Context: an optimization exercise on an open-source flow, tuned for small area. The choices shown serve that exercise and are no tape-out recipe. Only simulation tests tie the RTL to the original design; equivalence was not proved.

==> design/flow/config.mk <==
export PLATFORM = sky130hd
export DESIGN_NAME = quad_disc_root
export DESIGN_NICKNAME = quad_disc_root
export VERILOG_FILES = /design/flow/design.v
export SDC_FILE = /design/flow/constraint.sdc
export NUM_CORES = 4
export LEC_CHECK = 0
export CAP_MARGIN = 20
export CORE_MARGIN = 2
export CORE_UTILIZATION = 30
export SLEW_MARGIN = 20
==> design/flow/constraint.sdc <==
create_clock -name core_clock -period 13.5 [get_ports {CLK}]
set_input_delay 2.7000 -clock core_clock [delete_from_list [all_inputs] [get_ports {CLK}]]
set_output_delay 2.7000 -clock core_clock [all_outputs]
set_load 0.01 [all_outputs]
==> design/flow/design.v <==
package quad_pkg;
   localparam int W_IN_DEF   = 16;
   localparam int W_DISC_DEF = 2*W_IN_DEF + 2;
   localparam int W_ROOT_DEF = W_IN_DEF + 1;
   localparam logic [1:0] ST_NONE   = 2'd0;
   localparam logic [1:0] ST_DOUBLE = 2'd1;
   localparam logic [1:0] ST_TWO    = 2'd2;
   localparam logic [1:0] ST_DEGEN  = 2'd3;
   typedef enum logic [1:0] {
      S_IDLE,
      S_LOAD,
      S_ROOT,
      S_DONE
   } state_t;
endpackage
module quad_isqrt #(
   parameter int W_ROOT = quad_pkg::W_ROOT_DEF
) (
   input  logic                  clk_i,
   input  logic                  rst_i,
   input  logic                  start_i,
   input  logic [2*W_ROOT-1:0]   radicand_i,
   output logic                  busy_o,
   output logic                  done_o,
   output logic [W_ROOT-1:0]     root_o,
   output logic [W_ROOT+3:0]     rem_o
);
   localparam int RW = W_ROOT + 2;
   localparam int CW = $clog2(W_ROOT);
   localparam logic [CW-1:0] LAST = CW'(W_ROOT - 1);
   logic [2*W_ROOT-1:0] rad_q;
   logic [W_ROOT-1:0]   root_q;
   logic [RW-1:0]       rem_q;
   logic [CW-1:0]       cnt_q;
   logic                busy_q;
   logic [RW+1:0]       rem_t;
   logic [RW+1:0]       trial;
   logic [RW+1:0]       rem_n;
   logic [W_ROOT-1:0]   root_n;
   always_comb begin
      rem_t  = {rem_q, rad_q[2*W_ROOT-1 -: 2]};
      trial  = {2'b00, root_q, 2'b01};
      rem_n  = rem_t;
      root_n = {root_q[W_ROOT-2:0], 1'b0};
      if (rem_t >= trial) begin
         rem_n  = rem_t - trial;
         root_n = {root_q[W_ROOT-2:0], 1'b1};
      end
   end
   assign busy_o = busy_q;
   assign done_o = busy_q && (cnt_q == LAST);
   assign root_o = root_n;
   assign rem_o  = rem_n;
   always_ff @(posedge clk_i) begin
      if (rst_i) begin
         rad_q  <= '0;
         root_q <= '0;
         rem_q  <= '0;
         cnt_q  <= '0;
         busy_q <= 1'b0;
      end else if (start_i) begin
         rad_q  <= radicand_i;
         root_q <= '0;
         rem_q  <= '0;
         cnt_q  <= '0;
         busy_q <= 1'b1;
      end else if (busy_q) begin
         rad_q  <= {rad_q[2*W_ROOT-3:0], 2'b00};
         root_q <= root_n;
         rem_q  <= rem_n[RW-1:0];
         cnt_q  <= cnt_q + 1'b1;
         if (done_o) busy_q <= 1'b0;
      end
   end
endmodule
module quad_disc_root #(
   parameter int W_IN   = quad_pkg::W_IN_DEF,
   parameter int W_DISC = 2*W_IN + 2,
   parameter int W_ROOT = W_IN + 1
) (
   input  logic                     CLK,
   input  logic                     RST,
   input  logic                     START,
   input  logic signed [W_IN-1:0]   A,
   input  logic signed [W_IN-1:0]   B,
   input  logic signed [W_IN-1:0]   C,
   output logic                     BUSY,
   output logic                     DONE,
   output logic signed [W_DISC-1:0] DISC,
   output logic        [W_ROOT-1:0] SQRT,
   output logic                     EXACT,
   output logic        [1:0]        ST
);
   quad_pkg::state_t                   state_q, state_d;
   logic signed [W_IN-1:0]   a_q, a_d, b_q, b_d, c_q, c_d;
   logic signed [W_DISC-1:0] dwork_q, dwork_d;
   logic signed [W_DISC-1:0] disc_q, disc_d;
   logic        [W_ROOT-1:0] sqrt_q, sqrt_d;
   logic                     exact_q, exact_d;
   logic        [1:0]        st_q, st_d;
   logic signed [W_DISC-1:0] aa, bb, cc, disc_full;
   logic                     root_start, root_busy, root_done;
   logic        [W_ROOT-1:0] root_val;
   logic        [W_ROOT+3:0] root_rem;
   assign aa        = {{(W_DISC-W_IN){a_q[W_IN-1]}}, a_q};
   assign bb        = {{(W_DISC-W_IN){b_q[W_IN-1]}}, b_q};
   assign cc        = {{(W_DISC-W_IN){c_q[W_IN-1]}}, c_q};
   assign disc_full = bb*bb - ((aa*cc) <<< 2);
   quad_isqrt #(.W_ROOT(W_ROOT)) u_isqrt (
      .clk_i      (CLK),
      .rst_i      (RST),
      .start_i    (root_start),
      .radicand_i (disc_full),
      .busy_o     (root_busy),
      .done_o     (root_done),
      .root_o     (root_val),
      .rem_o      (root_rem)
   );
   always_comb begin
      state_d    = state_q;
      a_d        = a_q;
      b_d        = b_q;
      c_d        = c_q;
      dwork_d    = dwork_q;
      disc_d     = disc_q;
      sqrt_d     = sqrt_q;
      exact_d    = exact_q;
      st_d       = st_q;
      root_start = 1'b0;
      case (state_q)
         quad_pkg::S_IDLE: if (START) begin
            a_d     = A;
            b_d     = B;
            c_d     = C;
            state_d = quad_pkg::S_LOAD;
         end
         quad_pkg::S_LOAD: begin
            dwork_d = disc_full;
            if (a_q == '0) begin
               {disc_d, sqrt_d, exact_d, st_d} = {disc_full, {W_ROOT{1'b0}}, 1'b0, quad_pkg::ST_DEGEN};
               state_d = quad_pkg::S_DONE;
            end else if (disc_full[W_DISC-1]) begin
               {disc_d, sqrt_d, exact_d, st_d} = {disc_full, {W_ROOT{1'b0}}, 1'b0, quad_pkg::ST_NONE};
               state_d = quad_pkg::S_DONE;
            end else if (disc_full == '0) begin
               {disc_d, sqrt_d, exact_d, st_d} = {disc_full, {W_ROOT{1'b0}}, 1'b1, quad_pkg::ST_DOUBLE};
               state_d = quad_pkg::S_DONE;
            end else begin
               root_start = 1'b1;
               state_d    = quad_pkg::S_ROOT;
            end
         end
         quad_pkg::S_ROOT: if (root_done) begin
            disc_d  = dwork_q;
            sqrt_d  = root_val;
            exact_d = (root_rem == '0);
            st_d    = quad_pkg::ST_TWO;
            state_d = quad_pkg::S_DONE;
         end
         quad_pkg::S_DONE:  state_d = quad_pkg::S_IDLE;
         default: state_d = quad_pkg::S_IDLE;
      endcase
   end
   always_ff @(posedge CLK) begin
      if (RST) begin
         state_q <= quad_pkg::S_IDLE;
         a_q     <= '0;
         b_q     <= '0;
         c_q     <= '0;
         dwork_q <= '0;
         disc_q  <= '0;
         sqrt_q  <= '0;
         exact_q <= 1'b0;
         st_q    <= quad_pkg::ST_NONE;
      end else begin
         state_q <= state_d;
         a_q     <= a_d;
         b_q     <= b_d;
         c_q     <= c_d;
         dwork_q <= dwork_d;
         disc_q  <= disc_d;
         sqrt_q  <= sqrt_d;
         exact_q <= exact_d;
         st_q    <= st_d;
      end
   end
   assign BUSY  = (state_q != quad_pkg::S_IDLE) || root_busy;
   assign DONE  = (state_q == quad_pkg::S_DONE);
   assign DISC  = disc_q;
   assign SQRT  = sqrt_q;
   assign EXACT = exact_q;
   assign ST    = st_q;
endmodule
==> design/flow/run.sh <==
#!/bin/bash
# synth_recipe.tcl (not shown) runs the flow's synth.tcl, then flattens the netlist and writes it again
# the make line also repeats each setting of config.mk as NAME=value (left out here)
make -C /OpenROAD-flow-scripts/flow DESIGN_CONFIG=/design/flow/config.mk WORK_HOME=/design/flow/orfs CLKGATE_MAP_FILE= SYNTH_SCRIPT=/design/flow/synth_recipe.tcl finish
==> parameters.txt <==
Parameter                              Value

Status
  Result of the run  no timing/DRC/antenna violations

Detailed routing
  Number of routed nets with antenna violations    0
  Detailed Route WL    72100 um
  DRC violation total after the first TritonRoute iteration    1294
  Mean number of vias per cell    about 4.6
  Remaining design rule violation count    0
  Total vias in the final route    about 21000
  Routed WL per cell    15.7 um
  Number of detailed-routing iterations run before antenna repair    5

STA
  Final worst-path cycle share    0.949
  Slew Viols, Final    0
  Maximum operating frequency    0.0781 GHz
  Transition time of the tightest slew-check pin    0.926 ns
  Final setup violation count    0
  Count of endpoints failing hold in the final timing report    0
  Tmin final    12.81 ns
  Worst hold-check slack    0.452 ns
  Aggregate negative setup slack    0 ns
  Setup repair after global routing missed its margin    false
  Setup skew after layout    0.0429 ns
  Slew Limit Headroom    0.382

Global routing
  Vias in the first global route    22200
  Antenna violations before repair    0
  Global route overflow    0
  Wire length of the first global-routing pass    122000 um
  Global-route usage over all layers    0.148
  Largest net degree at the start of global routing    97

Logic synthesis
  Primary FF master, synth    sky130_fd_sc_hd__dfxtp_1
  Ys Warns    2
  Proportion of netlist area held by the largest area contributor    0.366
  Number of enable flip-flop cells after synthesis    0
  FFs w/ async S/R, synth    0
  Top cell type by total area after synthesis    sky130_fd_sc_hd__fa_1
  Average footprint of a synthesized cell    8.97 um^2
  Sequential share of the synthesized area    0.143
  Synthesized Nets    4066
  Post-synthesis instance area    0.0295 mm^2
  Largest cells by area after synthesis    sky130_fd_sc_hd__fa_1 37%, sky130_fd_sc_hd__dfxtp_1 14%, sky130_fd_sc_hd__inv_1 8.3%
  Count of unique library cells instantiated by Yosys    77
  Number of standard cells after synthesis    3286
  Number of flip-flops and latches in the synthesized netlist    about 210

Run
  Number of max-cap violations    0

CTS
  Number of clock buffers inserted by TritonCTS    28
  CTS tree    yes
  Max Buffers Root-to-Sink    3
  Clock-pin slew reported for the worst setup and hold paths after clock tree synthesis    0.07 ns
  Root buffer cell    sky130_fd_sc_hd__clkbuf_16
  Number of sinks driven by the clock tree    211
  Quantity of hold-fixing buffers added after cts    0
  Clock latency on the worst-skew pair    0.61 ns
  H-tree level count    1

Finish
  Top library cells by usage in the layout, fill and taps aside    650 x sky130_fd_sc_hd__inv_1, 539 x sky130_fd_sc_hd__fa_1, 363 x sky130_fd_sc_hd__nand2_1
  Count of inserted antenna diode cells    0
  Fraction of final layout cells sized beyond drive strength 1    0.0479
  Net total in the final layout    roughly 4100
  Design Area, Final    approximately 0.033 mm^2
  Final core utilization    0.338
  Most common cell after layout, fill and taps aside    sky130_fd_sc_hd__inv_1
  Area added between synthesis and finish    11.4%

Critical path
  Cell depth of the worst setup path    42
  Arr. time, crit path    13.28 ns
  Critical path data required time    13.97 ns
  Delay-heaviest family, CP    adder cells
  Most frequent CP cell    sky130_fd_sc_hd__fa_1
  Type of element capturing the critical path    flop
  Maximum single-stage delay on the critical path    0.59 ns
  Worst setup path class    flop to flop
  Standard cell with the maximum stage delay on the critical path    sky130_fd_sc_hd__dfxtp_1
  R2R cell count    42
  Critical Path Start Type    flop
  Maximum fanout along the worst path    10
  Buf/Inv on CP    9

Die
  Boundary Pins    approximately 110
  Number of core rows    114
  Die X    317 um
  Core Footprint    just under 0.1 mm^2
  Initial cell density of the core    0.304
  Vertical die dimension    317 um
  Total Die Area    0.101 mm^2

Placed design
  # port buffers    105
  Routability Congestion    0.852
  Estimated wirelength of the detail-placed design    about 58000 um
  Cell area reported after detailed placement    around 0.032 mm^2

Min path
  Type of the most critical hold path    flop to flop
  Hold Path Stages    2
## sequential cells by signal, indices dropped and copies added (netlist names)
register        flops
disc_q             33
dwork_q            33
u_isqrt.rad_q      33
u_isqrt.rem_q      19
sqrt_q             17
u_isqrt.root_q     17
a_q                16
b_q                16
c_q                16
u_isqrt.cnt_q       5
st_q                2
state_q             2
exact_q             1
u_isqrt.busy_q      1
## worst min-delay path, delay by kind of cell, from the launching register on
family,cells,cell delay (ns)
AOI/OAI and AO/OA,1,0.05
DFF,1,0.31
and+or+nand+nor,1,0.05
## layout make-up
| cell class | count | area (um^2) |
|---|---|---|
| clock inverters | 15 | 205 |
| multi-input cells | 2264 | 22100 |
| flip-flops and latches | 211 | 4250 |
| repair buffers | 145 | 1390 |
| fillers | 10000 | 64200 |
| clock buffers | 36 | 801 |
| well taps | 1276 | 1600 |
| inverters | 651 | 2440 |
## cells by family (layout without fill, tap and decap cells)
group | count (synthesis) | after routing | share of synthesized area
AND/OR/NAND/NOR | 938 | 938 | 0.149
buffers and inverters | 811 | 847 | 0.106
adder cells (fa/ha/maj) | 729 | 729 | 0.447
AO/OA/AOI/OAI | 396 | 396 | 0.0903
flip-flops | 211 | 211 | 0.143
multiplexers | 106 | 106 | 0.0363
XOR/XNOR | 94 | 94 | 0.0279
other | 1 | 1 | 0.000127
## cell usage after synthesis (9+ instances only)
master / number
sky130_fd_sc_hd__a211oi_1: 60
sky130_fd_sc_hd__a211oi_2: 17
sky130_fd_sc_hd__a21o_1: 24
sky130_fd_sc_hd__a21oi_1: 148
sky130_fd_sc_hd__a311oi_1: 9
sky130_fd_sc_hd__and2_1: 188
sky130_fd_sc_hd__buf_4: 10
sky130_fd_sc_hd__clkbuf_1: 131
sky130_fd_sc_hd__dfxtp_1: 211
sky130_fd_sc_hd__fa_1: 539
sky130_fd_sc_hd__ha_1: 190
sky130_fd_sc_hd__inv_1: 650
sky130_fd_sc_hd__mux2i_1: 98
sky130_fd_sc_hd__nand2_1: 364
sky130_fd_sc_hd__nand2b_1: 33
sky130_fd_sc_hd__nand3_1: 31
sky130_fd_sc_hd__nand4_1: 10
sky130_fd_sc_hd__nor2_1: 219
sky130_fd_sc_hd__nor2b_1: 12
sky130_fd_sc_hd__nor3_1: 21
sky130_fd_sc_hd__nor4_1: 11
sky130_fd_sc_hd__o21a_1: 17
sky130_fd_sc_hd__o21ai_0: 51
sky130_fd_sc_hd__or3_1: 12
sky130_fd_sc_hd__xnor2_1: 62
sky130_fd_sc_hd__xor2_1: 32
## stage by stage
step                setup slack, ns  instances
floorplan                      1.54       3286
global placement              0.441       4547
detailed placement            0.290       4547
CTS                           0.220       4598
global route                 0.0802       4598
finish                        0.692       4598
## routing by layer
layer,up-vias,GRT usage,share of wire
met3,76,0.0218,0.049
met4,0,0.0298,0.021
met1,10500,0.213,0.48
li1,10200,-,-
met2,420,0.235,0.45
met5,-,0,0
## repair_timing
item / 4_1_cts / 5_1_grt
buffers inserted: 0 / 0
resized for setup: 0 / 20
setup endpoints to repair: 0 / 71
## path summary, 6_finish.rpt
| check | to | startpoint | slack [ns] |
|---|---|---|---|
| hold / removal | sqrt_q[2] | sqrt_q[2] | 0.45 |
| setup reg to reg | disc_q[11] | a_q[6] | 0.69 |
| hold reg to reg | sqrt_q[2] | sqrt_q[2] | 0.45 |
| setup / recovery | disc_q[11] | a_q[6] | 0.69 |

## re-timing with driven ports
How much do the figures lean on ideal ports? The routed layout below was timed once more, with nothing changed but the port constraints. Step 1 (the two cells are an assumption about what drives the block):
set clk [get_ports {CLK}]
set_driving_cell -lib_cell sky130_fd_sc_hd__clkbuf_16 $clk
set_driving_cell -lib_cell sky130_fd_sc_hd__buf_2 [delete_from_list [all_inputs] $clk]
Step 2 moves the port delays by t, midway between the first and last clock arrival at a register: inputs arrive t later, outputs are due t later. That takes back most of the time a late clock gives input paths. Slacks: ideal / step 1 / step 2; pairs: ideal / step 1.
shift t [ns]: 0.655
setup WS [ns]: 0.692 / 0.692 / 0.692
worst setup path after step 2: register to register
latest minus earliest clock arrival (ns): 0.043 / 0.044
slew at the worst register clock pin (ns): 0.07 / 0.07
After both steps this run still meets setup and hold. For this run, drivers alone change the setup slack by 0.000 ns; drivers and shift together by 0.000 ns.
